Context: an optimization exercise on an open-source flow, tuned for small area, a short achievable clock period and few clock cycles. The choices shown serve that exercise and are no tape-out recipe.
Only simulation tests tie the RTL to the original design; equivalence was not proved.
Power and IR drop assume default switching activity.

==> design.v <==
`timescale 1ns / 1ps
package evq_pkg;
    typedef enum logic [1:0] {
        OP_POST  = 2'd0,
        OP_GET   = 2'd1,
        OP_PEEK  = 2'd2,
        OP_FLUSH = 2'd3
    } evq_op_t;
    typedef struct packed {
        logic [15:0]        ev_type;
        logic [15:0]        message;
        logic [15:0]        modifiers;
        logic signed [15:0] x;
        logic signed [15:0] y;
        logic [31:0]        stamp;
    } evq_rec_t;
    localparam int REC_W = 5 * 16 + 32;   
    typedef struct packed {
        logic hit;      
        logic at_end;   
    } evq_stat_t;
endpackage
`timescale 1ns / 1ps
module evq_match #(
    parameter int N = 15
) (
    input  logic [N-1:0][15:0] slot_type,
    input  logic [N-1:0]       live,
    input  logic [N-1:0]       at_or_after_head,
    input  logic [15:0]        mask,
    output logic [N-1:0]       hits,
    output logic [N-1:0]       first,
    output logic               any_hit
);
    logic [N-1:0][N-1:0] ahead;    
    always_comb
    begin
        for (int i = 0; i < N; i++)
        begin
            hits[i] = live[i] && |(slot_type[i] & mask);
        end
    end
    always_comb
    begin
        for (int i = 0; i < N; i++)
        begin
            for (int j = 0; j < N; j++)
            begin
                if (j < i)
                begin
                    ahead[i][j] = at_or_after_head[j] || !at_or_after_head[i];
                end
                else if (j > i)
                begin
                    ahead[i][j] = at_or_after_head[j] && !at_or_after_head[i];
                end
                else
                begin
                    ahead[i][j] = 1'b0;
                end
            end
        end
    end
    always_comb
    begin
        for (int i = 0; i < N; i++)
        begin
            first[i] = hits[i] && !(|(hits & ahead[i]));
        end
    end
    assign any_hit = |hits;
endmodule
`timescale 1ns / 1ps
module evq_ram #(
    parameter int WIDTH = 112,
    parameter int DEPTH = 15
) (
    input  logic                        clk,
    input  logic [DEPTH-1:0]            we,
    input  logic [WIDTH-1:0]            wdata,
    output logic [DEPTH-1:0][WIDTH-1:0] words
);
    logic [DEPTH-1:0][WIDTH-1:0] mem;
    always_ff @(posedge clk)
    begin
        for (int i = 0; i < DEPTH; i++)
        begin
            if (we[i])
            begin
                mem[i] <= wdata;
            end
        end
    end
    assign words = mem;
endmodule
`timescale 1ns / 1ps
module masked_event_ring_queue #(
    parameter int QUEUE_DEPTH = 16
) (
    input  logic               clk,
    input  logic               rst_n,
    input  logic               in_valid,
    output logic               in_stall,
    input  logic [1:0]         op,
    input  logic [15:0]        mask,
    input  logic [15:0]        ev_type,
    input  logic [15:0]        ev_message,
    input  logic [15:0]        ev_modifiers,
    input  logic signed [15:0] ev_x,
    input  logic signed [15:0] ev_y,
    input  logic [31:0]        now_tick,
    input  logic signed [15:0] cur_x,
    input  logic signed [15:0] cur_y,
    input  logic [15:0]        cur_modifiers,
    output logic               out_valid,
    input  logic               out_stall,
    output logic               found,
    output logic [15:0]        out_type,
    output logic [15:0]        out_message,
    output logic [15:0]        out_modifiers,
    output logic signed [15:0] out_x,
    output logic signed [15:0] out_y,
    output logic [31:0]        out_when
);
    localparam int N     = QUEUE_DEPTH - 1;
    localparam int IDX_W = $clog2(N);
    localparam int W     = evq_pkg::REC_W;
    logic [N-1:0]        hoh_reg;        
    logic [N-1:0]        toh_reg;        
    logic [N-1:0]        hge_reg;        
    logic [N-1:0]        live_reg;       
    logic [N-1:0]        dead_reg;       
    logic                full_reg;       
    logic                fp_reg;
    logic [8:0]          cnt_lo_reg;     
    logic [6:0]          cnt_hi_gt_reg;  
    logic                v1_reg;
    logic                found1_reg;
    logic [N-1:0]        sel1_reg;
    logic [15:0]         cx1_reg, cy1_reg, cmod1_reg;
    logic                out_vld_reg;
    logic                out_found_reg;
    evq_pkg::evq_rec_t   out_rec_reg;
    logic                s2_free;
    logic                s1_stuck;
    logic                acc;
    logic                acc_post;
    logic                acc_query;
    logic                is_get, is_flush;
    evq_pkg::evq_rec_t   post_rec;
    evq_pkg::evq_rec_t   rd_rec;
    logic [N-1:0][W-1:0] words;
    logic [N-1:0][15:0]  types;
    logic [N-1:0]        we;
    logic [N-1:0]        hits;
    logic [N-1:0]        first;
    logic                any_hit;
    logic                take1;
    logic                drop;
    logic                step1;
    logic [N-1:0]        c_gt;           
    logic [N-1:0]        fl_hge;         
    logic [N-1:0]        fl_drop;        
    logic [N-1:0]        fl_head;        
    logic [8:0]          cnt_hi;
    logic [N-1:0]        hoh_next, toh_next, hge_next, live_next, dead_next;
    logic                full_next;
    logic                near_full;
    function automatic logic [4:0] cnt4(input logic [3:0] b);
        cnt4 = '0;
        for (int m = 0; m < 16; m++)
        begin
            if (b == 4'(m))
            begin
                cnt4[(m & 1) + ((m >> 1) & 1) + ((m >> 2) & 1) + ((m >> 3) & 1)] = 1'b1;
            end
        end
    endfunction
    function automatic logic [8:0] add_oh44(input logic [4:0] a, input logic [4:0] b);
        add_oh44 = '0;
        for (int i = 0; i < 5; i++)
        begin
            for (int j = 0; j < 5; j++)
            begin
                add_oh44[i+j] = add_oh44[i+j] | (a[i] & b[j]);
            end
        end
    endfunction
    function automatic logic [N-1:0] rot1(input logic [N-1:0] v);
        rot1 = {v[N-2:0], v[N-1]};
    endfunction
    assign s2_free   = !out_vld_reg || !out_stall;
    assign s1_stuck  = v1_reg && !s2_free;
    assign in_stall  = s1_stuck || (fp_reg && (op != evq_pkg::OP_POST));
    assign acc       = in_valid && !in_stall;
    assign acc_post  = acc && (op == evq_pkg::OP_POST);
    assign acc_query = acc && (op != evq_pkg::OP_POST);
    assign is_get    = (op == evq_pkg::OP_GET);
    assign is_flush  = (op == evq_pkg::OP_FLUSH);
    always_comb
    begin
        post_rec.ev_type   = ev_type;
        post_rec.message   = ev_message;
        post_rec.modifiers = ev_modifiers;
        post_rec.x         = ev_x;
        post_rec.y         = ev_y;
        post_rec.stamp     = now_tick;
        for (int i = 0; i < N; i++)
        begin
            types[i] = words[i][W-1 -: 16];
        end
    end
    assign we = acc_post ? toh_reg : '0;
    evq_ram #(
        .WIDTH (W),
        .DEPTH (N)
    ) u_ram (
        .clk   (clk),
        .we    (we),
        .wdata (post_rec),
        .words (words)
    );
    evq_match #(
        .N (N)
    ) u_match (
        .slot_type        (types),
        .live             (live_reg & ~dead_reg),
        .at_or_after_head (hge_reg),
        .mask             (mask),
        .hits             (hits),
        .first            (first),
        .any_hit          (any_hit)
    );
    assign take1     = acc_query && any_hit && is_get;
    assign drop      = acc_post && full_reg;
    assign step1     = take1 || drop;
    assign near_full = |(rot1(toh_reg) & hoh_reg);
    assign cnt_hi = add_oh44(cnt4(hits[11:8]), cnt4({1'b0, hits[14:12]}));
    always_comb
    begin
        for (int k = 0; k < N; k++)
        begin
            c_gt[k] = 1'b0;
            for (int a = 0; a < 9; a++)
            begin
                if (a > k)
                begin
                    c_gt[k] = c_gt[k] | cnt_lo_reg[a];
                end
                else if (k - a < 7)
                begin
                    c_gt[k] = c_gt[k] | (cnt_lo_reg[a] & cnt_hi_gt_reg[k-a]);
                end
            end
        end
        for (int i = 0; i < N; i++)
        begin
            fl_drop[i] = 1'b0;
            for (int k = 0; k < N; k++)
            begin
                fl_drop[i] = fl_drop[i] | (hoh_reg[(i - k + N) % N] & c_gt[k]);
            end
        end
        for (int i = 0; i < N; i++)
        begin
            fl_head[i] = c_gt[N-1] ? hoh_reg[i] : (fl_drop[(i + N - 1) % N] & !fl_drop[i]);
        end
        fl_hge = fl_drop[N-1] ? ~(fl_drop & ~hge_reg) : (hge_reg & ~fl_drop);
    end
    always_comb
    begin
        toh_next  = acc_post ? rot1(toh_reg) : toh_reg;
        dead_next = (dead_reg
                     | ((acc_query && is_get) ? first : '0)
                     | ((acc_query && is_flush) ? hits : '0))
                    & ~(acc_post ? toh_reg : '0);
        if (fp_reg)
        begin
            hoh_next = fl_head;
            hge_next = fl_hge;
            live_next = (live_reg & ~fl_drop) | (acc_post ? toh_reg : '0);
            full_next = acc_post && |(rot1(toh_reg) & fl_head);
        end
        else
        begin
            hoh_next  = step1 ? rot1(hoh_reg) : hoh_reg;
            hge_next  = step1 ? (hoh_reg[N-1] ? '1 : (hge_reg & ~hoh_reg)) : hge_reg;
            live_next = (live_reg & ~(step1 ? hoh_reg : '0)) | (acc_post ? toh_reg : '0);
            full_next = acc_post ? (full_reg || near_full) : (full_reg && !(acc_query && any_hit && (is_get || is_flush)));
        end
    end
    always_ff @(posedge clk or negedge rst_n)
    begin
        if (!rst_n)
        begin
            hoh_reg     <= N'(1);
            toh_reg     <= N'(1);
            hge_reg     <= '1;
            live_reg    <= '0;
            full_reg    <= 1'b0;
            fp_reg      <= 1'b0;
            v1_reg      <= 1'b0;
            out_vld_reg <= 1'b0;
        end
        else
        begin
            hoh_reg     <= hoh_next;
            toh_reg     <= toh_next;
            hge_reg     <= hge_next;
            live_reg    <= live_next;
            full_reg    <= full_next;
            fp_reg      <= acc_query && is_flush && any_hit;
            v1_reg      <= acc_query || s1_stuck;
            out_vld_reg <= v1_reg || (out_vld_reg && out_stall);
        end
    end
    always_ff @(posedge clk)
    begin
        dead_reg <= dead_next;
        cnt_lo_reg <= add_oh44(cnt4(hits[3:0]), cnt4(hits[7:4]));
        for (int k = 0; k < 7; k++)
        begin
            cnt_hi_gt_reg[k] <= |(cnt_hi >> (k + 1));
        end
        if (!s1_stuck)
        begin
            found1_reg <= any_hit && !is_flush;
            sel1_reg   <= is_flush ? '0 : first;
            cx1_reg    <= cur_x;
            cy1_reg    <= cur_y;
            cmod1_reg  <= cur_modifiers;
        end
        if (s2_free)
        begin
            out_found_reg <= found1_reg;
            out_rec_reg   <= rd_rec;
        end
    end
    always_comb
    begin
        rd_rec = '0;
        for (int i = 0; i < N; i++)
        begin
            rd_rec = rd_rec | ({W{sel1_reg[i]}} & words[i]);
        end
        if (!found1_reg)
        begin
            rd_rec.modifiers = cmod1_reg;
            rd_rec.x         = cx1_reg;
            rd_rec.y         = cy1_reg;
        end
    end
    assign out_valid     = out_vld_reg;
    assign found         = out_found_reg;
    assign out_type      = out_rec_reg.ev_type;
    assign out_message   = out_rec_reg.message;
    assign out_modifiers = out_rec_reg.modifiers;
    assign out_x         = out_rec_reg.x;
    assign out_y         = out_rec_reg.y;
    assign out_when      = out_rec_reg.stamp;
endmodule
==> run.sh <==
#!/bin/bash
# synth_recipe.tcl (not shown) runs the flow's synth.tcl, then flattens the netlist and writes it again
# the make line also repeats each setting of config.mk as NAME=value (left out here)
make -C /OpenROAD-flow-scripts/flow DESIGN_CONFIG=/design/flow/config.mk WORK_HOME=/design/flow/orfs CLKGATE_MAP_FILE= SYNTH_SCRIPT=/design/flow/synth_recipe.tcl finish
==> config.mk <==
export PLATFORM = sky130hd
export DESIGN_NAME = masked_event_ring_queue
export DESIGN_NICKNAME = masked_event_ring_queue
export VERILOG_FILES = /design/flow/design.v
export SDC_FILE = /design/flow/constraint.sdc
export NUM_CORES = 4
export LEC_CHECK = 0
export ABC_CLOCK_PERIOD_IN_PS = 2500
export CAP_MARGIN = 20
export CORE_MARGIN = 2
export CORE_UTILIZATION = 60
export PLACE_DENSITY = 0.72
export SETUP_SLACK_MARGIN = 2.5
export SLEW_MARGIN = 20
==> constraint.sdc <==
create_clock -name core_clock -period 5.0 [get_ports {clk}]
set_input_delay 1.0000 -clock core_clock [delete_from_list [all_inputs] [get_ports {clk}]]
set_output_delay 1.0000 -clock core_clock [all_outputs]
set_load 0.01 [all_outputs]
==> results of run 1 <==
==> per-stage QoR <==
| step | worst slack [ps] | util, % | cell area, sq um | hold slack, ps | power, mW |
|---|---|---|---|---|---|
| after CTS | 2080 | 73.07 | 89170 | 263.7 | 44.31 |
| after global placement | 287.8 | 65.63 | 80090 | 447.3 | 30.23 |
| after detailed placement | 173.2 | 65.63 | 80090 | 448.9 | 30.29 |
| after floorplan | 785.0 | - | 74150 | 424.4 | 25.57 |
| final | 1962 | 73.74 | 89990 | 280.0 | 45.02 |
| after global routing | 1906 | 73.73 | 89970 | 312.3 | 46.23 |
==> cells by family after synthesis <==
family | Yosys count | synth area share [%]
AOI/OAI and AO/OA | 1316 | 14.38
xor gates and xnor gates | 4 | 0.04732
adders and majority gates | 11 | 0.1487
buffers and inverters | 350 | 1.969
DFF | 1952 | 78.36
muxes | 13 | 0.1792
and+or+nand+nor | 661 | 4.913
==> where the power goes <==
group | switching (mW) | internal, mW
combinational | 6.84 | 4.49
sequential | 1.14 | 19.2
clock | 6.02 | 7.34
total | 14.0 | 31.0
==> cell type report <==
cell class	instances	area [sq um]
antenna	12	30.03
tap	1625	2033
timing repair buffer	696	7741
sequential	1952	58060
fill	7340	32050
clock inverter	109	758.2
clock buffer	239	4969
inverter	46	221.5
multi-input combinational	2006	16180
==> cells in the final DEF (no fill, tap or decap), types with 46 or more instances in the layout <==
master / n
edfxtp_1: 1857
a22oi_1: 559
buf_4: 224
clkbuf_16: 193
a22o_1: 178
nand4_1: 173
clkdlybuf4s50_1: 160
nand2_1: 157
a221oi_1: 135
a222oi_1: 96
buf_12: 86
and3_1: 80
buf_6: 58
clkinv_1: 55
a221oi_2: 53
clkdlybuf4s15_1: 51
o22a_1: 49
nor2_1: 46
clkbuf_1: 46
==> how the worst min path moves through the flow <==
stage,depth (start not counted),end,slack [ps]
floorplan,0,out_found_reg$_DFFE_PN_,420
global placement,0,out_found_reg$_DFFE_PN_,450
detailed placement,0,out_found_reg$_DFFE_PN_,450
CTS,1,toh_reg[13]$_DFFE_PN0P_,260
global route,1,toh_reg[14]$_DFFE_PN0P_,310
finish,1,toh_reg[13]$_DFFE_PN0P_,280
==> routing by layer <==
layer | up-vias | global-route usage, % | part of all wire, %
met5 | - | 0 | 0.091
met2 | 4128 | 57.65 | 46
li1 | 19490 | - | -
met3 | 695 | 9.277 | 13
met1 | 24650 | 52.44 | 36
met4 | 32 | 16.03 | 4.7
==> what timing repair did <==
action	in CTS	in global routing
resized for setup	732	99
setup buffers	150	38
gates cloned	23	2
endpoints found under the setup margin	1888	549
pin swaps	140	64
==> worst max-delay path, stage by stage (launching register included) <==
cell and delay [ps]:
edfxtp_1 420, a22oi_2 300, nand4_1 210, buf_4 190, o31a_1 320, a222oi_1 460, buf_4 200, and3_4 200
a32oi_1 110, or3_4 400, nor2_2 80
==> impl_metrics.tcl, run 1 <==
set metrics [dict create \
    status "complete, no violations" \
    clkTransAtPathRegs_ps 60 \
    gr-total-overflow 0 \
    synth_area_leader_cell "edfxtp_1" \
    synth_area_sq_um 74030 \
    powerDensity_nw_per_um2 500.3 \
    fin_worst_skew_ps 23.38 \
    numPortBuffers 296 \
    hp-class "in -> async" \
    cts_buffers 186 \
    drc 0 \
    period_share_pct 60.75 \
    grt_first_pass_wirelength_um 339600 \
    reg2reg_from "u_ram.mem[992]$_DFFE_PP_" \
    ff2ff_setup_slack_ps 1960 \
    cts-root-buf "clkbuf_16" \
    cts_buffer_depth 3 \
    synth_cells 4307 \
    synth_edf_count 1857 \
    track_usage_pct 37.72 \
    drv_cap 0 \
    peakVddDrop_v 0.0004789 \
    worst_ep_arrival_time_ps 3710 \
    dpl.hpwl_um 126200 \
    setup.worst_path.start_class "flip-flop" \
    slew_headroom_pct 32.58 \
    ys_seq_area_share_pct 78.36 \
    postSynthAreaPerCell_sq_um 17.19 \
    start_util_pct 60.66 \
    path_class "reg -> reg" \
    drive_gt1_share_pct 20.66 \
    rsz0062_at_grt "true" \
    row_count 128 \
    rr_worst_depth 10 \
    vias_per_cell 7.329 \
    cts_htree_levels 4 \
    setup_viol 0 \
    crit_end "sel1_reg[4]$_SDFFCE_PP0N_" \
    antenna_found_initial 26 \
    nNetsFinal 5070 \
    worst_slew_pin_slew_ps 1011 \
    p_leak_nw 29.33 \
    synthDominantCellAreaShare_pct 75.33 \
    required_ps 5670 \
    vias 48990 \
    grt_max_degree 113 \
    synth_top_cells_by_area "edfxtp_1 (75%), a22oi_1 (5.9%), a22o_1 (2.2%)" \
    yosysWarnings 3 \
    io-pin-count 297 \
    synth-async-reset-ratio_pct 3.279 \
    cts_sinks 1952 \
    ys_top_cells_by_count "edfxtp_1 (1857), a22oi_1 (583), clkbuf_1 (213)" \
    chipHeight_um 355.3 \
    ys.flop_type "edfxtp_1" \
    final.min_clock_period_ps 3038 \
    drt_iter0_drc 8933 \
    hold_viol 0 \
    synth_nets 4489 \
    die_area_sq_um 126200 \
    synth-seq-cells 1952 \
    crit_path_max_fanout 2 \
    core_sq_um 122000 \
    drtPass1Iterations 12 \
    stdcell_count 6685 \
    die_x_um 355.3 \
    max_freq_mhz 329.2 \
    hold_buffers 0 \
    synthDistinctLibCells 96 \
    area_growth_syn_to_layout_pct 21.56 \
    dp.cells 6112 \
    insertion_delay_ps 820 \
    setup.worst_path.start "u_ram.mem[992]$_DFFE_PP_" \
    largest_register_ffs 1680 \
    endpoint_kind "flip-flop" \
    tritoncts "built" \
    wl_per_cell_um 36.08 \
    tns_ps 0 \
    synth.most_common_cell "edfxtp_1" \
    drt_wl_total_um 241200 \
    rr_endpoint "sel1_reg[4]$_SDFFCE_PP0N_" \
    slew_violations 0 \
    routabilityCongestion 0.9647 \
    grt_pass1_vias 47230 \
    final_antenna_net_count 0 \
]
Testbench counts, summed over its fixed seeds: cycles 8,286.
==> inputs of run 2 (changes only) <==
--- a/config.mk
+++ b/config.mk
@@ -9,6 +9,6 @@
 export CAP_MARGIN = 20
 export CORE_MARGIN = 2
-export CORE_UTILIZATION = 60
-export PLACE_DENSITY = 0.72
+export CORE_UTILIZATION = 45
+export CTS_CLUSTER_SIZE = 30
 export SETUP_SLACK_MARGIN = 2.5
 export SLEW_MARGIN = 20
==> run 2 against run 1 <==
Effect of this change: routed wire length rose by 4.6%; sequential power barely moved; register-to-register slack improved by 70 ps; critical path type unchanged; still clean; synthesized area did not move; total power rose by 1.8%; clock skew rose by 11 ps; count of clock-buffer cells in the layout rose by 3; flip-flop and latch count did not move; largest power group unchanged; synthesized cell count did not move; non-clock buffer count rose by 37; largest cell class unchanged; worst setup slack improved by 68 ps.
==> impl_metrics.tcl, run 2 <==
set metrics [dict create \
    cts-root-buf "clkbuf_16" \
    ys.flop_type "edfxtp_1" \
    rsz0062_at_grt "true" \
    nNetsFinal 5113 \
    drc 0 \
    vias_per_cell 6.627 \
    powerDensity_nw_per_um2 501.5 \
    required_ps 5680 \
    gr-total-overflow 0 \
    worst_slew_pin_slew_ps 1096 \
    synth_edf_count 1857 \
    dpl.hpwl_um 142800 \
    synth_area_sq_um 74030 \
    slowest_stage "o31a_1" \
    grt_pass1_vias 46060 \
    slew_headroom_pct 26.94 \
    rr_worst_depth 9 \
    drt_wl_total_um 252300 \
    crit_path_max_fanout 4 \
    row_count 148 \
    synth.most_common_cell "edfxtp_1" \
    crit_path_max_incr_delay_ps 470 \
    synth_cells 4307 \
    fillCellCount 12530 \
    wl_per_cell_um 34.70 \
    fin_worst_skew_ps 33.88 \
    drv_cap 0 \
    setup_viol 0 \
    tritoncts "built" \
    layout_commonest_cell "edfxtp_1" \
    largest_register_ffs 1680 \
    peakVddDrop_v 0.0004243 \
    pre_cts_ws_ps 243.8 \
    cp_num_buf_inv 1 \
    die_x_um 409.6 \
    chipHeight_um 409.6 \
    yosysWarnings 3 \
    period_share_pct 59.39 \
    ys_seq_area_share_pct 78.36 \
    reg2reg_from "u_ram.mem[992]$_DFFE_PP_" \
    path_class "reg -> reg" \
    max_freq_mhz 336.8 \
    critical_path_cell_count 9 \
    fin_ws_ps 2031 \
    placed_area_sq_um 81630 \
    io-pin-count 297 \
    drt_iter0_drc 7174 \
    p_leak_nw 29.66 \
    setup.worst_path.start "u_ram.mem[992]$_DFFE_PP_" \
    drtPass1Iterations 10 \
    rr_endpoint "sel1_reg[4]$_SDFFCE_PP0N_" \
    track_usage_pct 29.27 \
    tns_ps 0 \
    final_cell_mix "edfxtp_1 (1857), a22oi_1 (565), buf_4 (249)" \
    ff2ff_setup_slack_ps 2030 \
    stdcell_area_sq_um 91360 \
    hold_viol 0 \
    grt_max_degree 113 \
    synthDistinctLibCells 96 \
    setup.worst_path.start_class "flip-flop" \
    drive_gt1_share_pct 21.66 \
    area_growth_syn_to_layout_pct 23.41 \
    synth_nets 4489 \
    numPortBuffers 296 \
    slew_violations 0 \
    cts_buffers 193 \
    final.min_clock_period_ps 2969 \
    worst_ep_arrival_time_ps 3650 \
    cts_buffer_depth 3 \
    ys_top_cells_by_count "edfxtp_1 (1857), a22oi_1 (583), clkbuf_1 (213)" \
    hp-class "reg -> reg" \
    core_sq_um 163100 \
    start_util_pct 45.38 \
    grt_first_pass_wirelength_um 351300 \
    antenna_found_initial 29 \
    cts_htree_levels 4 \
    worstPathCellList "a22oi_2, nand4_1, o31a_1, a222oi_1, buf_4, and3_4, a32oi_2, or3_4, nor2_1" \
    final_antenna_net_count 0 \
    synthDominantCellAreaShare_pct 75.33 \
    postSynthAreaPerCell_sq_um 17.19 \
    cts_sinks 1952 \
    die_area_sq_um 167800 \
    synth_area_leader_cell "edfxtp_1" \
    critical_path.top_delay_family "compound AO/OA/AOI/OAI gates" \
    vias 48180 \
    endpoint_kind "flip-flop" \
    synth-async-reset-ratio_pct 3.279 \
    clkTransAtPathRegs_ps 60 \
    crit_end "sel1_reg[4]$_SDFFCE_PP0N_" \
    status "complete, no violations" \
    routabilityCongestion 0.9615 \
    insertion_delay_ps 830 \
    synth-seq-cells 1952 \
    synth_top_cells_by_area "edfxtp_1 (75%), a22oi_1 (5.9%), a22o_1 (2.2%)" \
]
run 2: timing repair:
action,in CTS,in global routing
resized for setup,744,122
setup endpoints to repair,1920,498
setup buffers,118,48
hold endpoints to repair,4,0
hold buffers,1,0
gates cloned,17,3
pin swaps,127,79
run 2: tightest hold or removal path, stage by stage (launching register included):
cell and delay, ps:
dfxtp_1 320, a21oi_1 40, o22ai_1 110
run 2: worst min-delay path by stage:
stage | start | end | slack (ps) | depth (start not counted)
global route | rst_n | v1_reg$_DFF_PN0_ | 540 | 2
detailed placement | dead_reg[1]$_DFF_P_ | dead_reg[1]$_DFF_P_ | 490 | 2
finish | dead_reg[11]$_DFF_P_ | dead_reg[11]$_DFF_P_ | 510 | 2
floorplan | found1_reg$_DFFE_PN_ | out_found_reg$_DFFE_PN_ | 420 | 0
CTS | rst_n | v1_reg$_DFF_PN0_ | 510 | 2
global placement | dead_reg[1]$_DFF_P_ | dead_reg[1]$_DFF_P_ | 490 | 2
run 2: stage by stage:
step / total power, mW / util, % / hold slack, ps / cells
floorplan: 25.57 / - / 424.4 / 4307
global placement: 30.60 / 50.02 / 485.3 / 6723
detailed placement: 30.61 / 50.04 / 490.1 / 6724
CTS: 45.30 / 55.42 / 512.2 / 7211
global route: 47.21 / 55.99 / 538.6 / 7266
finish: 45.81 / 56.00 / 513.6 / 7270
run 2: power breakdown:
group / internal, mW / switching [mW]
Clock: 7.95 / 6.15
Combinational: 4.49 / 6.77
Sequential: 19.2 / 1.27
run 2: cells by family (layout without fill, tap and decap cells):
kind of cell	Yosys count	in the layout	synth area share (%)
DFF	1952	1952	78.36
AOI/OAI and AO/OA	1316	1316	14.38
and+or+nand+nor	661	661	4.913
buffers and inverters	350	1130	1.969
muxes	13	13	0.1792
adders and majority gates	11	11	0.1487
xor gates and xnor gates	4	4	0.04732
other	0	8	0
run 2: cell type report:
type                            count  area, sq um  share of cell area, %
Sequential cell                  1952        58040                  63.53
Clock inverter                    109        968.4                  1.060
Tap cell                         2175         2721                  2.979
Inverter                           46        226.5                 0.2479
Timing Repair Buffer              733         8134                  8.904
Multi-Input combinational cell   2005        16140                  17.66
Antenna cell                        8        20.02                0.02191
Clock buffer                      242         5109                  5.592
run 2: metal layers:
metal | part of all wire [%] | global-route usage (%) | vias up
met5 | 0.078 | 0 | -
met1 | 40 | 41.82 | 25040
met2 | 46 | 44.92 | 2999
met4 | 3.6 | 9.552 | 30
met3 | 10 | 6.136 | 525
li1 | - | - | 19580
==> inputs of run 3 (changes only) <==
--- a/config.mk
+++ b/config.mk
@@ -9,6 +9,8 @@
 export CAP_MARGIN = 20
 export CORE_MARGIN = 2
-export CORE_UTILIZATION = 45
-export CTS_CLUSTER_SIZE = 30
+export CORE_UTILIZATION = 55
+export CTS_CLUSTER_DIAMETER = 80
+export CTS_CLUSTER_SIZE = 25
+export PLACE_DENSITY = 0.68
 export SETUP_SLACK_MARGIN = 2.5
 export SLEW_MARGIN = 20
==> run 3 against run 2 <==
Effect of this change: count of clock-buffer cells in the layout is 137 lower; cell area down 4.3%; first-iteration DRC count up 11%; flip-flop and latch count did not move; worst hold slack worse by 91 ps; routed wire length down 2.8%; highest routed layer unchanged.
==> impl_metrics.tcl, run 3 <==
set metrics [dict create \
    grt_max_degree 113 \
    final_cell_mix "edfxtp_1 (1857), a22oi_1 (558), buf_4 (207)" \
    slew_headroom_pct 30.35 \
    synth_nets 4489 \
    stdcell_count 6599 \
    holdWs_ps 422.4 \
    insertion_delay_ps 770 \
    path_class "in -> reg" \
    synth-async-reset-ratio_pct 3.279 \
    peakVddDrop_v 0.0003252 \
    antenna_found_initial 24 \
    cts_buffer_depth 3 \
    die_area_sq_um 137500 \
    synth.most_common_cell "edfxtp_1" \
    synth_top_family_by_area "compound AO/OA/AOI/OAI gates" \
    synth-seq-cells 1952 \
    worstPathCellList "buf_6, buf_12, buf_8, a22oi_2, nand4_1, o31a_1, a222oi_1, buf_4, nand3_1, buf_6, buf_4, nor4_4, and2_1" \
    tns_ps 0 \
    powerDensity_nw_per_um2 458.1 \
    rsz0062_at_grt "true" \
    largest_register_ffs 1680 \
    yosysWarnings 3 \
    numPortBuffers 296 \
    drtPass1Iterations 9 \
    drive_gt1_share_pct 18.27 \
    period_share_pct 61.31 \
    synthDominantCellAreaShare_pct 75.33 \
    crit_path_max_fanout 8 \
    synth_top_cells_by_area "edfxtp_1 (75%), a22oi_1 (5.9%), a22o_1 (2.2%)" \
    hold_viol 0 \
    drv_cap 0 \
    synth-simple-area-share_pct 4.913 \
    drt_wl_total_um 245100 \
    layout_commonest_cell "edfxtp_1" \
    clkTransAtPathRegs_ps 110 \
    reg2reg_from "u_ram.mem[550]$_DFFE_PP_" \
    wl_met3_um 29940 \
    wl_met1_um 92420 \
    synthAdderAreaFrac_pct 0.1487 \
    gr-total-overflow 0 \
    required_ps 5600 \
    chipHeight_um 370.9 \
    max_freq_mhz 326.2 \
    slew_violations 0 \
    worst_slew_pin_slew_ps 1045 \
    grt_pass1_vias 45270 \
    row_count 134 \
    area_growth_syn_to_layout_pct 18.07 \
    setup.worst_path.start "mask[11]" \
    slowest_stage "o31a_1" \
    cts_buffers 95 \
    dp.cells 6258 \
    fin_worst_skew_ps 52.92 \
    setup.worst_path.start_class "primary input" \
    synth_edf_count 1857 \
    cts_htree_levels 3 \
    status "complete, no violations" \
    tritoncts "built" \
    vias 47690 \
    synth_cells 4307 \
    cts_sinks 1952 \
    wl_met2_um 112600 \
    start_util_pct 55.47 \
    synth_compound_area_share_pct 14.38 \
    ys_top_cells_by_count "edfxtp_1 (1857), a22oi_1 (583), clkbuf_1 (213)" \
    postSynthAreaPerCell_sq_um 17.19 \
    core_sq_um 133500 \
    p_leak_nw 27.99 \
    ys_seq_area_share_pct 78.36 \
    dpl.hpwl_um 128200 \
    synthMuxAreaShare_pct 0.1792 \
    grt_first_pass_wirelength_um 337900 \
    track_usage_pct 34.64 \
    nNetsFinal 4974 \
    highest_layer "met5" \
    synth_area_leader_cell "edfxtp_1" \
    routabilityCongestion 0.9762 \
    ys.flop_type "edfxtp_1" \
    cts-root-buf "clkbuf_16" \
    crit_path_max_incr_delay_ps 440 \
    synth_area_sq_um 74030 \
    setup_viol 0 \
    worst_ep_arrival_time_ps 3670 \
    final_antenna_net_count 0 \
    fillCellCount 9144 \
    endpoint_kind "flip-flop" \
    synthDistinctLibCells 96 \
    vias_per_cell 7.227 \
    final.min_clock_period_ps 3065 \
    drc 0 \
    drt_iter0_drc 7947 \
    die_x_um 370.9 \
    wl_per_cell_um 37.14 \
    hp-class "in -> async" \
    io-pin-count 297 \
    synth_xor_area_share_pct 0.04733 \
]
run 3: cells by family after synthesis:
group	after synthesis
XOR/XNOR	4
multiplexers	13
adder cells (fa/ha/maj)	11
flip-flops	1952
AO/OA/AOI/OAI	1316
buffers and inverters	350
AND/OR/NAND/NOR	661
run 3: final cells by class:
| type | instances | area [sq um] | share of cell area [%] |
|---|---|---|---|
| clock inverters | 23 | 397.9 | 0.4552 |
| inverters | 46 | 221.5 | 0.2534 |
| diodes | 8 | 20.02 | 0.02290 |
| clock buffers | 105 | 2415 | 2.763 |
| well taps | 1768 | 2212 | 2.531 |
| repair buffers | 691 | 8085 | 9.251 |
| flip-flops and latches | 1952 | 58030 | 66.40 |
| multi-input cells | 2006 | 16020 | 18.33 |
run 3: final timing paths:
kind	to	slack (ps)	depth (start not counted)
setup / recovery	sel1_reg[10]$_SDFFCE_PP0N_	1930	13
hold / removal	hoh_reg[12]$_DFFE_PN0P_	420	2
setup reg to reg	hoh_reg[8]$_DFFE_PN0P_	1960	13
hold reg to reg	out_vld_reg$_DFF_PN0_	500	1
max in group asynchronous	hoh_reg[14]$_DFFE_PN0P_	3950	2
min in group core_clock	out_vld_reg$_DFF_PN0_	500	1
run 3: routing by layer:
layer  track usage (%)  up-vias
li1                  -    19120
met1             49.08    24390
met2             53.60     3578
met3             7.494      577
met4             12.20       30
met5                 0        -
run 3: timing repair:
action | in CTS | in global routing
pin swaps | 131 | 63
setup buffers | 120 | 41
hold buffers | 0 | 0
endpoints found under the hold margin | 0 | 0
resized for setup | 649 | 125
gates cloned | 31 | 13
setup endpoints to repair | 1925 | 1263
run 3: per-stage QoR:
step	setup WS (ps)	power, mW	instance area, sq um	util [%]
after floorplan	785.0	25.57	74150	-
after global placement	88.42	30.34	80070	59.99
after detailed placement	116.4	30.34	80070	59.99
after CTS	2014	39.42	86120	64.53
after global routing	1817	41.13	87390	65.48
final	1935	40.04	87400	65.49
run 3: where the power goes:
part | leakage (nW) | internal (mW) | switching [mW] | total [mW]
combinational | 8.67 | 4.26 | 6.66 | 10.9
clock | 1.36 | 3.64 | 5.16 | 8.81
sequential | 18.0 | 19.2 | 1.16 | 20.3
total | 28.0 | 27.1 | 13.0 | 40.0
run 3: worst max-delay path, delay by kind of cell:
family	cells	cell delay [ps]
compound gates	3	1030
buf+inv	6	880
simple gates	4	770
==> inputs of run 4 (changes only) <==
--- a/config.mk
+++ b/config.mk
@@ -9,8 +9,8 @@
 export CAP_MARGIN = 20
 export CORE_MARGIN = 2
-export CORE_UTILIZATION = 55
+export CORE_UTILIZATION = 60
 export CTS_CLUSTER_DIAMETER = 80
 export CTS_CLUSTER_SIZE = 25
-export PLACE_DENSITY = 0.68
-export SETUP_SLACK_MARGIN = 2.5
+export PLACE_DENSITY = 0.72
+export SETUP_SLACK_MARGIN = 2.2
 export SLEW_MARGIN = 20
==> run 4 against run 3 <==
Effect of this change: routed wire length decreased by 5.2%; utilization increased by 5.1 points; global-route usage increased by 1.4 points; maximum frequency decreased by 0.70%; final cell count decreased by 2.8%; via count decreased by 0.16%; worst setup slack got worse by 21 ps; synthesized area unchanged; critical path type unchanged; synthesized cell count unchanged; count of clock-buffer cells in the layout decreased by 3; highest routed layer unchanged; critical path depth decreased by 1; clock power decreased by 4.3%.
==> impl_metrics.tcl, run 4 <==
set metrics [dict create \
    status "complete, no violations" \
    tns_ps 0 \
    cts-root-buf "clkbuf_16" \
    start_util_pct 60.66 \
    nNetsFinal 4935 \
    synth-async-reset-ratio_pct 3.279 \
    fin_worst_skew_ps 32.27 \
    fin_util_pct 70.59 \
    cts_htree_levels 3 \
    chipHeight_um 355.3 \
    pre_cts_ws_ps 173.2 \
    clkTransAtPathRegs_ps 100 \
    cts_sinks 1952 \
    synthDominantCellAreaShare_pct 75.33 \
    worst_ep_arrival_time_ps 3670 \
    p_leak_nw 27.39 \
    ff2ff_setup_slack_ps 1980 \
    ys_top_cells_by_count "edfxtp_1 (1857), a22oi_1 (583), clkbuf_1 (213)" \
    setup_viol 0 \
    synth_area_leader_cell "edfxtp_1" \
    core_sq_um 122000 \
    vias 47620 \
    synth_edf_count 1857 \
    tritoncts "built" \
    fin_ws_ps 1913 \
    postSynthAreaPerCell_sq_um 17.19 \
    final.min_clock_period_ps 3087 \
    path_class "in -> reg" \
    max_freq_mhz 324.0 \
    synthDistinctLibCells 96 \
    met3_usage_pct 7.979 \
    drc 0 \
    numPortBuffers 296 \
    multi_input_area_sq_um 16090 \
    grt_max_degree 113 \
    reg2reg_from "u_ram.mem[1006]$_DFFE_PP_" \
    endpoint_kind "flip-flop" \
    met1_usage_pct 50.92 \
    cts_buffer_depth 3 \
    regArea_sq_um 58060 \
    final_cell_mix "edfxtp_1 (1857), a22oi_1 (557), clkdlybuf4s50_1 (267)" \
    setup.worst_path.start_class "primary input" \
    yosysWarnings 3 \
    slew_headroom_pct 31.84 \
    synth_area_sq_um 74030 \
    routabilityCongestion 0.9647 \
    grt_pass1_vias 45310 \
    final_antenna_net_count 0 \
    rr_endpoint "sel1_reg[4]$_SDFFCE_PP0N_" \
    dpl.hpwl_um 126200 \
    gr-total-overflow 0 \
    vias_per_cell 7.422 \
    drive_gt1_share_pct 17.07 \
    antenna_found_initial 24 \
    largest_register_ffs 1680 \
    drv_cap 0 \
    use_met2_pct 55.86 \
    cts_buffers 92 \
    period_share_pct 61.74 \
    synth_cells 4307 \
    ys_seq_area_share_pct 78.36 \
    grt.busiest_layer "met2" \
    drtPass1Iterations 13 \
    wl_per_cell_um 36.20 \
    fillCellCount 7770 \
    peakVddDrop_v 0.0003877 \
    layout_commonest_cell "edfxtp_1" \
    die_area_sq_um 126200 \
    drt_wl_total_um 232300 \
    setup.worst_path.start "mask[0]" \
    synth.most_common_cell "edfxtp_1" \
    worst_slew_pin_slew_ps 1022 \
    track_usage_pct 36.04 \
    row_count 128 \
    die_x_um 355.3 \
    required_ps 5580 \
    power_mw 40.05 \
    hold_buffers 0 \
    hold_viol 0 \
    insertion_delay_ps 720 \
    synth_top_cells_by_area "edfxtp_1 (75%), a22oi_1 (5.9%), a22o_1 (2.2%)" \
    drt_iter0_drc 8791 \
    powerDensity_nw_per_um2 464.9 \
    synth-seq-cells 1952 \
    rr_worst_depth 10 \
    grt_first_pass_wirelength_um 326400 \
    crit_path_max_fanout 6 \
    area_growth_syn_to_layout_pct 16.37 \
    hp-class "in -> async" \
    synth_nets 4489 \
    rsz0062_at_grt "true" \
    io-pin-count 297 \
    slew_violations 0 \
    ys.flop_type "edfxtp_1" \
]
==> run 4: worst max-delay path by stage <==
| stage | slack (ps) | endpoint |
|---|---|---|
| after floorplan | 790 | u_ram.mem[1120]$_DFFE_PP_ |
| after global placement | 290 | hge_reg[2]$_DFFE_PN1P_ |
| after detailed placement | 170 | hge_reg[1]$_DFFE_PN1P_ |
| after CTS | 2080 | sel1_reg[4]$_SDFFCE_PP0N_ |
| after global routing | 1910 | hoh_reg[7]$_DFFE_PN0P_ |
| final | 1910 | sel1_reg[4]$_SDFFCE_PP0N_ |
==> run 4: power by group <==
part / internal [mW] / switching (mW) / leakage (nW) / total, mW
sequential: 19.2 / 1.19 / 18.0 / 20.4
combinational: 4.63 / 6.63 / 8.15 / 11.3
clock: 3.55 / 4.88 / 1.28 / 8.43
total: 27.3 / 12.7 / 27.4 / 40.0
==> run 4: critical path: stages <==
cell and delay, ps:
buf_8 110, buf_6 120, a22oi_2 260, nand4_1 210
buf_4 190, o31a_1 310, a222oi_1 460, buf_4 200
and3_4 200, a32oi_2 110, or3_4 390, nor2_2 110
==> run 4: what timing repair did <==
item | CTS | global route
endpoints found under the hold margin | 0 | 0
setup buffers | 107 | 48
cloned | 14 | 3
pin swaps | 104 | 89
gates resized for setup | 366 | 148
setup endpoints to repair | 1770 | 163
==> run 4: routing by layer <==
metal	part of all wire [%]	wire length, um
met2	46	107500
met5	0.10	236
met1	36	84600
met3	13	29520
met4	4.5	10420
==> run 4: per-stage QoR <==
stage	cells	hold slack (ps)	instance area (sq um)
2_1_floorplan	4307	424.4	74150
3_3_place_gp	6112	447.3	80090
3_5_place_dp	6112	448.9	80090
4_1_cts	6355	354.1	84990
5_1_grt	6412	386.0	86130
6_report	6416	370.5	86140
==> run 4: area by class of cell <==
type / instances / share of cell area [%]
diodes: 10 / 0.02905
clock buffers: 102 / 2.741
clock inverters: 20 / 0.3094
inverters: 46 / 0.2571
multi-input cells: 2006 / 18.68
flip-flops and latches: 1952 / 67.40
well taps: 1625 / 2.360
repair buffers: 655 / 8.230
==> run 4: logic make-up (layout without fill, tap and decap cells) <==
family / Yosys count / in the layout / synth area share [%]
DFF: 1952 / 1952 / 78.36
AOI/OAI and AO/OA: 1316 / 1316 / 14.38
and+or+nand+nor: 661 / 662 / 4.913
buffers and inverters: 350 / 823 / 1.969
muxes: 13 / 13 / 0.1792
adders and majority gates: 11 / 11 / 0.1487
xor gates and xnor gates: 4 / 4 / 0.04732
other: 0 / 10 / 0
==> inputs of run 5 (changes only) <==
--- a/config.mk
+++ b/config.mk
@@ -13,4 +13,4 @@
 export CTS_CLUSTER_SIZE = 25
 export PLACE_DENSITY = 0.72
-export SETUP_SLACK_MARGIN = 2.2
+export SETUP_SLACK_MARGIN = 1.8
 export SLEW_MARGIN = 20
==> run 5 against run 4 <==
Effect of this change: utilization fell by 1.8 points; global-route usage shrank 0.56 points; register-to-register slack got worse by 200 ps; first-iteration DRC count down 3.8%; clock skew rose by 2.8 ps; cell area down 2.5%; synthesized cell count stayed put; combinational power is 9% lower; final cell count is 1.8% lower; sequential share of layout area up 1.7 points; clock power barely moved; highest routed layer unchanged.
==> impl_metrics.tcl, run 5 <==
set metrics [dict create \
    p_leak_nw 26.43 \
    synth_xor_area_share_pct 0.04733 \
    tritoncts "built" \
    period_share_pct 64.35 \
    synth.most_common_cell "edfxtp_1" \
    insertion_delay_ps 720 \
    worst_slew_pin_slew_ps 1031 \
    layout_commonest_cell "edfxtp_1" \
    die_x_um 355.3 \
    peakVddDrop_v 0.0003859 \
    crit_path_max_fanout 12 \
    vias 46700 \
    path_class "reg -> reg" \
    synth_nets 4489 \
    core_sq_um 122000 \
    fin_util_pct 68.81 \
    fin_worst_skew_ps 35.11 \
    worstPathCellList "nor3_2, nand2_1, or2_1, a222oi_1, nand4_1, o31ai_1, a222oi_1, nor4b_1, a31oi_1" \
    setup.worst_path.start "cnt_lo_reg[7]$_DFF_P_" \
    endpoint_kind "flip-flop" \
    gr-total-overflow 0 \
    highest_layer "met5" \
    swShare_pct 31.46 \
    cts-root-buf "clkbuf_16" \
    final_antenna_net_count 0 \
    dpl.hpwl_um 126200 \
    synth_compound_area_share_pct 14.38 \
    die_area_sq_um 126200 \
    routabilityCongestion 0.9647 \
    max_freq_mhz 310.8 \
    nNetsFinal 4818 \
    ys.flop_type "edfxtp_1" \
    vias_per_cell 7.415 \
    critical_path.top_delay_family "simple AND/OR/NAND/NOR gates" \
    postSynthAreaPerCell_sq_um 17.19 \
    clkTransAtPathRegs_ps 100 \
    synth_top_family_by_area "compound AO/OA/AOI/OAI gates" \
    slew_violations 0 \
    hp-class "in -> async" \
    synth_top_cells_by_area "edfxtp_1 (75%), a22oi_1 (5.9%), a22o_1 (2.2%)" \
    synth_cells 4307 \
    drv_cap 0 \
    grt_max_degree 113 \
    synthDominantCellAreaShare_pct 75.33 \
    drt_iter0_drc 8457 \
    seqPwrFrac_pct 52.0 \
    antenna_found_initial 24 \
    slew_headroom_pct 31.27 \
    drc 0 \
    area_growth_syn_to_layout_pct 13.44 \
    powerDensity_nw_per_um2 465.1 \
    status "complete, no violations" \
    chipHeight_um 355.3 \
    row_count 128 \
    cts_buffer_depth 3 \
    synth-simple-area-share_pct 4.913 \
    synthMuxAreaShare_pct 0.1792 \
    numPortBuffers 296 \
    worst_ep_arrival_time_ps 3870 \
    wl_per_cell_um 36.13 \
    synth_area_leader_cell "edfxtp_1" \
    grt_first_pass_wirelength_um 321500 \
    setup.worst_path.start_class "flip-flop" \
    clock_power_share_pct 21.6 \
    cts_htree_levels 3 \
    hold_buffers 0 \
    hold_viol 0 \
    wl_met2_um 106100 \
    wl_met3_um 27890 \
    ys_top_cells_by_count "edfxtp_1 (1857), a22oi_1 (583), clkbuf_1 (213)" \
    grt_pass1_vias 44370 \
    reg2reg_from "cnt_lo_reg[7]$_DFF_P_" \
    ys_seq_area_share_pct 78.36 \
    setup_viol 0 \
    start_util_pct 60.66 \
    crit_path_max_incr_delay_ps 540 \
    rsz0062_at_grt "true" \
    tns_ps 0 \
    synthDistinctLibCells 96 \
    largest_register_ffs 1680 \
    drive_gt1_share_pct 12.26 \
    synth-async-reset-ratio_pct 3.279 \
    cts_sinks 1952 \
    worst_path_most_repeated_cell "a222oi_1" \
    track_usage_pct 35.48 \
    required_ps 5650 \
    synth_edf_count 1857 \
    wl_met1_um 84810 \
    synth-seq-cells 1952 \
    cts_buffers 92 \
    drtPass1Iterations 15 \
    synthAdderAreaFrac_pct 0.1487 \
    p_int_mw 26.77 \
    final_cell_mix "edfxtp_1 (1857), a22oi_1 (570), clkdlybuf4s50_1 (277)" \
    io-pin-count 297 \
    slowest_stage "o31ai_1" \
    final.min_clock_period_ps 3217 \
    switching_power_mw 12.29 \
    p_comb_share_pct 26.4 \
    yosysWarnings 3 \
    synth_area_sq_um 74030 \
    drt_wl_total_um 227600 \
    cp_num_buf_inv 0 \
]
[run 5: cell type report]
| cell class | instances | area [sq um] |
|---|---|---|
| well taps | 1625 | 2033 |
| inverters | 46 | 221.5 |
| repair buffers | 539 | 5776 |
| diodes | 9 | 22.52 |
| flip-flops and latches | 1952 | 58010 |
| clock inverters | 20 | 266.5 |
| multi-input cells | 2005 | 15290 |
| fillers | 8021 | 38060 |
| clock buffers | 102 | 2361 |
[run 5: per-layer routing]
metal  track usage (%)  vias to the layer above
met5                 0                        -
met4             11.36                       34
met3             7.410                      568
met2             55.36                     3596
met1             50.80                    23700
li1                  -                    18800
[run 5: path summary, 6_finish.rpt]
path                       cells after the start                       to  slack [ps]
max                                            9       full_reg$_DFF_PN0_        1780
min                                            1    live_reg[8]$_DFF_PN0_         370
max reg2reg                                    9       full_reg$_DFF_PN0_        1780
min reg2reg                                    0  out_found_reg$_DFFE_PN_         480
max in group asynchronous                      2   hoh_reg[0]$_DFFE_PN1P_        3670
min in group core_clock                        0  out_found_reg$_DFFE_PN_         480
[run 5: through the flow]
step           cell area [sq um]  setup slack (ps)  cells  power [mW]  hold WS [ps]
3_3_place_gp               80090             287.8   6112       30.23         447.3
6_report                   83980              1783   6298       39.06         366.2
3_5_place_dp               80090             173.2   6112       30.29         448.9
5_1_grt                    83970              1701   6296       40.21         387.6
2_1_floorplan              74150             785.0   4307       25.57         424.4
4_1_cts                    83430              1802   6261       38.69         354.1
[run 5: cell families after synthesis]
logic type | Yosys count
adder cells (fa/ha/maj) | 11
XOR/XNOR | 4
flip-flops | 1952
buffers and inverters | 350
multiplexers | 13
AND/OR/NAND/NOR | 661
AO/OA/AOI/OAI | 1316
[run 5: power by group through the flow]
stage               clock network, mW  logic [mW]  registers, mW
floorplan                           0        5.44           20.1
global placement                    0        9.64           20.6
detailed placement                  0        9.70           20.6
CTS                              8.51        9.94           20.2
global route                     9.02        10.8           20.4
finish                           8.42        10.3           20.3
[run 5: timing repair]
action	in CTS	in global routing
resized for setup	127	88
hold endpoints to repair	0	0
setup buffers	25	24
pin swaps	25	40
cloned	2	4
setup endpoints to repair	480	111
==> inputs of run 6 (changes only) <==
--- a/design.v
+++ b/design.v
@@ -34,11 +34,13 @@
 );
     logic [N-1:0][N-1:0] ahead;    
+    logic [N-1:0]        tm;       
     always_comb
     begin
         for (int i = 0; i < N; i++)
         begin
-            hits[i] = live[i] && |(slot_type[i] & mask);
+            tm[i] = |(slot_type[i] & mask);
         end
     end
+    assign hits = tm & live;
     always_comb
     begin
@@ -49,9 +51,9 @@
                 if (j < i)
                 begin
-                    ahead[i][j] = at_or_after_head[j] || !at_or_after_head[i];
+                    ahead[i][j] = live[j] && (at_or_after_head[j] || !at_or_after_head[i]);
                 end
                 else if (j > i)
                 begin
-                    ahead[i][j] = at_or_after_head[j] && !at_or_after_head[i];
+                    ahead[i][j] = live[j] && at_or_after_head[j] && !at_or_after_head[i];
                 end
                 else
@@ -66,5 +68,5 @@
         for (int i = 0; i < N; i++)
         begin
-            first[i] = hits[i] && !(|(hits & ahead[i]));
+            first[i] = hits[i] && !(|(tm & ahead[i]));
         end
     end
@@ -144,4 +146,5 @@
     logic                s2_free;
     logic                s1_stuck;
+    logic                stall_out_reg;  
     logic                acc;
     logic                acc_post;
@@ -192,6 +195,6 @@
     assign s2_free   = !out_vld_reg || !out_stall;
     assign s1_stuck  = v1_reg && !s2_free;
-    assign in_stall  = s1_stuck || (fp_reg && (op != evq_pkg::OP_POST));
-    assign acc       = in_valid && !in_stall;
+    assign in_stall  = (stall_out_reg && out_stall) || (fp_reg && (op != evq_pkg::OP_POST));
+    assign acc       = in_valid && !s1_stuck && !(fp_reg && (op != evq_pkg::OP_POST));
     assign acc_post  = acc && (op == evq_pkg::OP_POST);
     assign acc_query = acc && (op != evq_pkg::OP_POST);
@@ -302,4 +305,5 @@
             v1_reg      <= 1'b0;
             out_vld_reg <= 1'b0;
+            stall_out_reg <= 1'b0;
         end
         else
@@ -313,4 +317,5 @@
             v1_reg      <= acc_query || s1_stuck;
             out_vld_reg <= v1_reg || (out_vld_reg && out_stall);
+            stall_out_reg <= (acc_query || s1_stuck) && (v1_reg || (out_vld_reg && out_stall));
         end
     end
--- a/config.mk
+++ b/config.mk
@@ -9,8 +9,8 @@
 export CAP_MARGIN = 20
 export CORE_MARGIN = 2
-export CORE_UTILIZATION = 60
+export CORE_UTILIZATION = 55
 export CTS_CLUSTER_DIAMETER = 80
 export CTS_CLUSTER_SIZE = 25
-export PLACE_DENSITY = 0.72
-export SETUP_SLACK_MARGIN = 1.8
+export PLACE_DENSITY = 0.68
+export SETUP_SLACK_MARGIN = 2.5
 export SLEW_MARGIN = 20
==> run 6 against run 5 <==
Effect of this change: sequential power down 3%; largest power group unchanged; still clean; first-iteration DRC count is 6.2% lower; cell area up 3.0%; maximum frequency up 2.1%; worst hold slack lost 14 ps; synthesized cell count decreased by 0.81%; sequential share of layout area decreased by 2.0 points; combinational power decreased by about 30%.
==> impl_metrics.tcl, run 6 <==
set metrics [dict create \
    regArea_sq_um 58060 \
    vias 47460 \
    synth_area_leader_cell "edfxtp_1" \
    drv_cap 0 \
    grt_first_pass_wirelength_um 338000 \
    cts_buffer_depth 3 \
    p_leak_nw 27.78 \
    synth_cells 4272 \
    drive_gt1_share_pct 18.43 \
    wl_per_cell_um 36.80 \
    synth.most_common_cell "edfxtp_1" \
    synth-simple-area-share_pct 4.849 \
    endpoint_kind "flip-flop" \
    yosysWarnings 3 \
    area_growth_syn_to_layout_pct 17.38 \
    layout_commonest_cell "edfxtp_1" \
    drt_iter0_drc 7932 \
    powerDensity_nw_per_um2 412.0 \
    cts_htree_levels 3 \
    drc 0 \
    stdcell_area_sq_um 86500 \
    start_util_pct 55.29 \
    synth_top_family_by_area "compound AO/OA/AOI/OAI gates" \
    synth_area_sq_um 73690 \
    nNetsFinal 4946 \
    die_area_sq_um 136900 \
    io-pin-count 297 \
    p_int_mw 25.25 \
    ys_top_cells_by_count "edfxtp_1 (1857), a22oi_1 (572), clkbuf_1 (223)" \
    setup.worst_path.start_class "flip-flop" \
    fin_util_pct 64.90 \
    drtPass1Iterations 11 \
    slowest_stage "edfxtp_1" \
    holdWs_ps 351.9 \
    cp_num_buf_inv 3 \
    grt_pass1_vias 44960 \
    placed_area_sq_um 79770 \
    core_sq_um 133300 \
    pre_cts_ws_ps 398.0 \
    vias_per_cell 7.211 \
    p_comb_share_pct 20.2 \
    worstPathCellList "a22o_1, a221oi_4, and4_4, nor3b_4, buf_6, a222oi_1, buf_4, buf_6, and3b_2, a31o_2, nand4_1, nor2_1" \
    track_usage_pct 34.80 \
    postSynthAreaPerCell_sq_um 17.25 \
    fin_ws_ps 1850 \
    worst_path_most_repeated_cell "buf_6" \
    tns_ps 0 \
    period_share_pct 63.01 \
    slew_violations 0 \
    crit_path_max_fanout 4 \
    cts-root-buf "clkbuf_16" \
    die_x_um 370.0 \
    hp-class "in -> async" \
    fillCellCount 9209 \
    swShare_pct 29.16 \
    synthDistinctLibCells 82 \
    synth_compound_area_share_pct 14.29 \
    status "complete, no violations" \
    fin_worst_skew_ps 25.79 \
    cts_buffers 94 \
    synthDominantCellAreaShare_pct 75.67 \
    slew_headroom_pct 31.11 \
    critical_path.top_delay_family "compound AO/OA/AOI/OAI gates" \
    peakVddDrop_v 0.0002773 \
    numPortBuffers 296 \
    drt_wl_total_um 242200 \
    final_cell_mix "edfxtp_1 (1857), a22oi_1 (552), buf_4 (239)" \
    hold_buffers 0 \
    routabilityCongestion 0.9847 \
    rsz0062_at_grt "true" \
    worst_slew_pin_slew_ps 1033 \
    required_ps 5600 \
    synth-async-reset-ratio_pct 3.328 \
    synth_nets 4454 \
    final.min_clock_period_ps 3150 \
    worst_ep_arrival_time_ps 3750 \
    hold_viol 0 \
    ys.flop_type "edfxtp_1" \
    clkTransAtPathRegs_ps 100 \
    synthAdderAreaFrac_pct 0.1630 \
    ys_seq_area_share_pct 78.75 \
    path_class "reg -> reg" \
    crit_path_max_incr_delay_ps 560 \
    insertion_delay_ps 750 \
    synth_edf_count 1857 \
    chipHeight_um 370.0 \
    gr-total-overflow 0 \
    setup_viol 0 \
    final_antenna_net_count 0 \
    switching_power_mw 10.39 \
    max_freq_mhz 317.4 \
    synth_top_cells_by_area "edfxtp_1 (76%), a22oi_1 (5.8%), a22o_1 (2.2%)" \
    tritoncts "built" \
    synth_xor_area_share_pct 0.04754 \
    row_count 134 \
    cts_sinks 1953 \
    seqPwrFrac_pct 55.0 \
    multi_input_area_sq_um 16160 \
    grt_max_degree 113 \
    synth-seq-cells 1953 \
    antenna_found_initial 26 \
    clock_power_share_pct 24.8 \
    largest_register_ffs 1680 \
    dpl.hpwl_um 131100 \
    synthMuxAreaShare_pct 0.1121 \
]
==> run 6: changes by cell type in the layout (fill, tap and decap cells not counted), moves of 13 or more <==
cell	previous run	this run
nand2_1	171	144
nor3_1	22	9
o21ai_0	52	24
clkdlybuf4s50_1	277	160
dlygate4sd2_1	4	87
buf_6	15	57
buf_2	3	33
buf_4	150	239
a22oi_1	570	552
nand2_4	1	19
and3_1	85	71
==> run 6: final timing paths <==
kind	start	endpoint	slack, ps	cells after the start
setup reg to reg	u_ram.mem[1665]$_DFFE_PP_	sel1_reg[10]$_SDFFCE_PP0N_	1850	12
hold reg to reg	dead_reg[4]$_DFF_P_	dead_reg[4]$_DFF_P_	480	2
max in group asynchronous	rst_n	toh_reg[0]$_DFFE_PN1P_	3640	2
hold / removal	rst_n	stall_out_reg$_DFF_PN0_	350	1
min in group core_clock	dead_reg[4]$_DFF_P_	dead_reg[4]$_DFF_P_	480	2
setup / recovery	u_ram.mem[1665]$_DFFE_PP_	sel1_reg[10]$_SDFFCE_PP0N_	1850	12
==> run 6: cell families (layout without fill, tap and decap cells) <==
kind of cell             Yosys count  after routing
adder cells (fa/ha/maj)           12             12
flip-flops                      1953           1953
buffers and inverters            331            854
AO/OA/AOI/OAI                   1307           1307
multiplexers                       8              8
XOR/XNOR                           4              4
other                              0             10
AND/OR/NAND/NOR                  657            665
==> run 6: power groups by stage <==
stage                     Combinational, mW  Clock, mW  Sequential, mW
after floorplan                        3.42          0            19.5
after CTS                              6.87       8.89            19.5
after detailed placement               6.44          0            19.9
after global routing                   7.51       9.41            19.6
final                                  7.20       8.84            19.6
after global placement                 6.38          0            19.9
==> run 6: routing by layer <==
metal	up-vias	wire, um	track usage (%)
li1	19030	-	-
met1	24440	92740	50.05
met2	3416	111000	53.44
met3	551	27410	6.295
met4	26	10780	13.48
met5	-	190	0
==> run 6: layout make-up <==
class,instances,share of cell area (%)
clock buffers,107,2.812
flip-flops and latches,1953,67.12
inverters,37,0.1808
clock inverters,28,0.4455
repair buffers,682,8.172
well taps,1768,2.557
diodes,10,0.02893
multi-input cells,1996,18.68
==> run 6: through the flow <==
| step | instances | power [mW] |
|---|---|---|
| global route | 6577 | 36.55 |
| CTS | 6543 | 35.29 |
| floorplan | 4272 | 22.91 |
| finish | 6581 | 35.64 |
| detailed placement | 6220 | 26.32 |
| global placement | 6219 | 26.30 |
==> run 6: what timing repair did <==
| action | 4_1_cts | 5_1_grt |
|---|---|---|
| gates resized for setup | 666 | 100 |
| pin swaps | 138 | 76 |
| setup endpoints to repair | 1969 | 97 |
| setup buffers | 168 | 28 |
| hold endpoints to repair | 0 | 0 |
| gates cloned | 20 | 0 |
Testbench counts of run 6, summed over its fixed seeds: cycles 8,286.
==> inputs of run 7 (changes only) <==
--- a/design.v
+++ b/design.v
@@ -31,16 +31,15 @@
     output logic [N-1:0]       hits,
     output logic [N-1:0]       first,
-    output logic               any_hit
+    output logic               any_hit,
+    output logic               two_hits
 );
     logic [N-1:0][N-1:0] ahead;    
-    logic [N-1:0]        tm;       
     always_comb
     begin
         for (int i = 0; i < N; i++)
         begin
-            tm[i] = |(slot_type[i] & mask);
+            hits[i] = live[i] && |(slot_type[i] & mask);
         end
     end
-    assign hits = tm & live;
     always_comb
     begin
@@ -51,9 +50,9 @@
                 if (j < i)
                 begin
-                    ahead[i][j] = live[j] && (at_or_after_head[j] || !at_or_after_head[i]);
+                    ahead[i][j] = at_or_after_head[j] || !at_or_after_head[i];
                 end
                 else if (j > i)
                 begin
-                    ahead[i][j] = live[j] && at_or_after_head[j] && !at_or_after_head[i];
+                    ahead[i][j] = at_or_after_head[j] && !at_or_after_head[i];
                 end
                 else
@@ -68,8 +67,16 @@
         for (int i = 0; i < N; i++)
         begin
-            first[i] = hits[i] && !(|(tm & ahead[i]));
+            first[i] = hits[i] && !(|(hits & ahead[i]));
         end
     end
     assign any_hit = |hits;
+    always_comb
+    begin
+        two_hits = 1'b0;
+        for (int i = 1; i < N; i++)
+        begin
+            two_hits = two_hits | (hits[i] & |(hits & N'((1 << i) - 1)));
+        end
+    end
 endmodule
 `timescale 1ns / 1ps
@@ -146,5 +153,4 @@
     logic                s2_free;
     logic                s1_stuck;
-    logic                stall_out_reg;  
     logic                acc;
     logic                acc_post;
@@ -160,4 +166,5 @@
     logic                any_hit;
     logic                take1;
+    logic                two_hits;
     logic                drop;
     logic                step1;
@@ -195,6 +202,6 @@
     assign s2_free   = !out_vld_reg || !out_stall;
     assign s1_stuck  = v1_reg && !s2_free;
-    assign in_stall  = (stall_out_reg && out_stall) || (fp_reg && (op != evq_pkg::OP_POST));
-    assign acc       = in_valid && !s1_stuck && !(fp_reg && (op != evq_pkg::OP_POST));
+    assign in_stall  = s1_stuck || (fp_reg && (op != evq_pkg::OP_POST));
+    assign acc       = in_valid && !in_stall;
     assign acc_post  = acc && (op == evq_pkg::OP_POST);
     assign acc_query = acc && (op != evq_pkg::OP_POST);
@@ -233,7 +240,8 @@
         .hits             (hits),
         .first            (first),
-        .any_hit          (any_hit)
+        .any_hit          (any_hit),
+        .two_hits         (two_hits)
     );
-    assign take1     = acc_query && any_hit && is_get;
+    assign take1     = acc_query && any_hit && (is_get || is_flush);
     assign drop      = acc_post && full_reg;
     assign step1     = take1 || drop;
@@ -262,10 +270,13 @@
             for (int k = 0; k < N; k++)
             begin
-                fl_drop[i] = fl_drop[i] | (hoh_reg[(i - k + N) % N] & c_gt[k]);
+                if (k < N - 1)
+                begin
+                    fl_drop[i] = fl_drop[i] | (hoh_reg[(i - k + N) % N] & c_gt[k+1]);
+                end
             end
         end
         for (int i = 0; i < N; i++)
         begin
-            fl_head[i] = c_gt[N-1] ? hoh_reg[i] : (fl_drop[(i + N - 1) % N] & !fl_drop[i]);
+            fl_head[i] = fl_drop[(i + N - 1) % N] & !fl_drop[i];
         end
         fl_hge = fl_drop[N-1] ? ~(fl_drop & ~hge_reg) : (hge_reg & ~fl_drop);
@@ -305,5 +316,4 @@
             v1_reg      <= 1'b0;
             out_vld_reg <= 1'b0;
-            stall_out_reg <= 1'b0;
         end
         else
@@ -314,8 +324,7 @@
             live_reg    <= live_next;
             full_reg    <= full_next;
-            fp_reg      <= acc_query && is_flush && any_hit;
+            fp_reg      <= acc_query && is_flush && two_hits;
             v1_reg      <= acc_query || s1_stuck;
             out_vld_reg <= v1_reg || (out_vld_reg && out_stall);
-            stall_out_reg <= (acc_query || s1_stuck) && (v1_reg || (out_vld_reg && out_stall));
         end
     end
--- a/config.mk
+++ b/config.mk
@@ -9,8 +9,8 @@
 export CAP_MARGIN = 20
 export CORE_MARGIN = 2
-export CORE_UTILIZATION = 55
+export CORE_UTILIZATION = 60
 export CTS_CLUSTER_DIAMETER = 80
 export CTS_CLUSTER_SIZE = 25
-export PLACE_DENSITY = 0.68
-export SETUP_SLACK_MARGIN = 2.5
+export PLACE_DENSITY = 0.72
+export SETUP_SLACK_MARGIN = 2.2
 export SLEW_MARGIN = 20
==> run 7 against run 6 <==
Effect of this change: still clean on timing, DRC and antenna; count of clock-buffer cells in the layout is 3 lower; cell area fell by 2.2%; synthesized cell count decreased by 0.59%; highest routed layer unchanged.
==> impl_metrics.tcl, run 7 <==
set metrics [dict create \
    synth_top_cells_by_area "edfxtp_1 (76%), a22oi_1 (5.6%), a221oi_1 (2.4%)" \
    final_antenna_net_count 0 \
    slew_headroom_pct 14.40 \
    rsz0062_at_grt "true" \
    worst_ep_arrival_time_ps 3790 \
    drtPass1Iterations 12 \
    endpoint_kind "flip-flop" \
    drive_gt1_share_pct 14.43 \
    largest_register_ffs 1680 \
    vias_per_cell 7.440 \
    tritoncts "built" \
    hold_viol 0 \
    postSynthAreaPerCell_sq_um 17.31 \
    ys_seq_area_share_pct 78.89 \
    ys.flop_type "edfxtp_1" \
    critical_path.top_delay_family "compound AO/OA/AOI/OAI gates" \
    status "complete, no violations" \
    grt_first_pass_wirelength_um 317800 \
    final_cell_mix "edfxtp_1 (1857), a22oi_1 (535), clkdlybuf4s50_1 (261)" \
    dpl.hpwl_um 124100 \
    synth-seq-cells 1952 \
    nNetsFinal 4795 \
    cts_sinks 1952 \
    grt_max_degree 113 \
    drv_cap 0 \
    grt_pass1_vias 44380 \
    cts-root-buf "clkbuf_16" \
    synth_nets 4429 \
    die_area_sq_um 125400 \
    chipHeight_um 354.1 \
    insertion_delay_ps 760 \
    synth-async-reset-ratio_pct 3.279 \
    numPortBuffers 296 \
    final.min_clock_period_ps 3122 \
    synth_edf_count 1857 \
    required_ps 5670 \
    path_class "reg -> reg" \
    p_leak_nw 26.61 \
    worst_slew_pin_slew_ps 1284 \
    holdWs_ps 427.2 \
    start_util_pct 60.41 \
    cts_buffers 93 \
    antenna_found_initial 27 \
    ys_top_cells_by_count "edfxtp_1 (1857), a22oi_1 (552), clkbuf_1 (219)" \
    slew_violations 0 \
    synth.most_common_cell "edfxtp_1" \
    crit_path_max_fanout 4 \
    clkTransAtPathRegs_ps 100 \
    power_mw 40.71 \
    hp-class "in -> async" \
    setup.worst_path.start_class "flip-flop" \
    drc 0 \
    tns_ps 0 \
    track_usage_pct 35.17 \
    cts_buffer_depth 3 \
    cp_num_buf_inv 3 \
    drt_iter0_drc 8389 \
    synth_cells 4247 \
    wl_per_cell_um 35.73 \
    fin_worst_skew_ps 55.27 \
    powerDensity_nw_per_um2 480.9 \
    row_count 128 \
    layout_commonest_cell "edfxtp_1" \
    synthDistinctLibCells 80 \
    max_freq_mhz 320.3 \
    drt_wl_total_um 224200 \
    core_sq_um 121700 \
    period_share_pct 62.44 \
    cts_htree_levels 3 \
    synth_area_leader_cell "edfxtp_1" \
    gr-total-overflow 0 \
    fillCellCount 7757 \
    die_x_um 354.1 \
    vias 46690 \
    peakVddDrop_v 0.0004823 \
    area_growth_syn_to_layout_pct 15.11 \
    worstPathCellList "a22o_1, a221oi_2, nand4_1, and3b_2, buf_6, nor4_4, a41oi_2, buf_4, o21a_4, buf_16, a21oi_4, a221o_1" \
    setup_viol 0 \
    hold_buffers 0 \
    synth_area_sq_um 73530 \
    yosysWarnings 3 \
    routabilityCongestion 1.024 \
    synthDominantCellAreaShare_pct 75.84 \
    crit_path_max_incr_delay_ps 450 \
    slowest_stage "edfxtp_1" \
    io-pin-count 297 \
]
==> run 7: changes by cell type after synthesis, moves of 12 or more <==
| cell | previous run | this run |
|---|---|---|
| o2111ai_1 | 13 | 0 |
| and3_1 | 71 | 83 |
| o21ai_0 | 51 | 29 |
| a221oi_1 | 180 | 205 |
| o221ai_1 | 4 | 17 |
| a22oi_1 | 572 | 552 |
| nand2_1 | 180 | 154 |
| a222oi_1 | 99 | 87 |
| a221o_1 | 4 | 19 |
==> run 7: cells by family after synthesis <==
kind of cell    after synthesis  share of synthesized area (%)
xor+xnor                      4                        0.04764
simple gates                630                          4.685
compound gates             1301                          14.29
fa+ha+maj                    11                         0.1498
flops                      1952                          78.89
mux                           8                         0.1106
buf+inv                     341                          1.822
==> run 7: through the flow <==
step | setup slack, ps | util, % | std cells | area, sq um
floorplan | 788.1 | - | 4247 | 73680
global placement | 421.6 | 65.32 | 6033 | 79510
CTS | 1961 | 68.92 | 6245 | 83890
detailed placement | 382.1 | 65.33 | 6034 | 79520
finish | 1878 | 69.54 | 6276 | 84640
global route | 1899 | 69.54 | 6274 | 84640
==> run 7: final timing paths <==
kind	from	end	slack (ps)	cells past startpoint
worst max-delay path	u_ram.mem[554]$_DFFE_PP_	hge_reg[11]$_DFFE_PN1P_	1880	12
worst min-delay path	rst_n	toh_reg[1]$_DFFE_PN0P_	430	2
worst min register to register	dead_reg[11]$_DFF_P_	dead_reg[11]$_DFF_P_	500	2
min in group core_clock	dead_reg[11]$_DFF_P_	dead_reg[11]$_DFF_P_	500	2
worst max register to register	u_ram.mem[554]$_DFFE_PP_	hge_reg[11]$_DFFE_PN1P_	1880	12
max in group asynchronous	rst_n	hoh_reg[13]$_DFFE_PN0P_	3990	2
==> run 7: worst reg2reg max path: cells and delay by family, from the launching register on <==
kind,cells,cell delay [ps]
buf+inv,3,470
flops,1,450
compound gates,6,1320
simple gates,3,810
==> run 7: repair_timing <==
item	4_1_cts	5_1_grt
setup endpoints to repair	1108	414
cloned	6	1
resized for setup	320	126
setup buffers	81	21
pin swaps	96	80
==> run 7: routing by layer <==
layer	track usage [%]	wire [um]
met1	50.19	82570
met2	53.80	102100
met5	0	184
met3	8.253	30490
met4	12.52	8829
==> run 7: layout make-up <==
cell class,count,area (sq um),share of cell area (%)
clock buffer,104,2390,2.823
antenna,9,22.52,0.02661
clock inverter,20,311.5,0.3681
tap,1625,2033,2.402
inverter,36,162.7,0.1922
multi-input combinational,1954,15520,18.34
sequential,1952,58030,68.57
timing repair buffer,576,6167,7.286
==> run 7: power by group <==
group | switching (mW) | leakage, nW | internal [mW]
combinational | 6.96 | 7.35 | 4.57
clock | 4.98 | 1.31 | 3.56
sequential | 1.30 | 18.0 | 19.3
Testbench counts of run 7, summed over its fixed seeds: cycles 8,177.

Check on run 7: ideal ports give 1.878 ns setup slack; a clkbuf_16 on the clock port and buf_2 on the inputs give 1.878 ns; moving port delays by the midpoint clock arrival (0.811 ns) as well gives 1.141 ns.
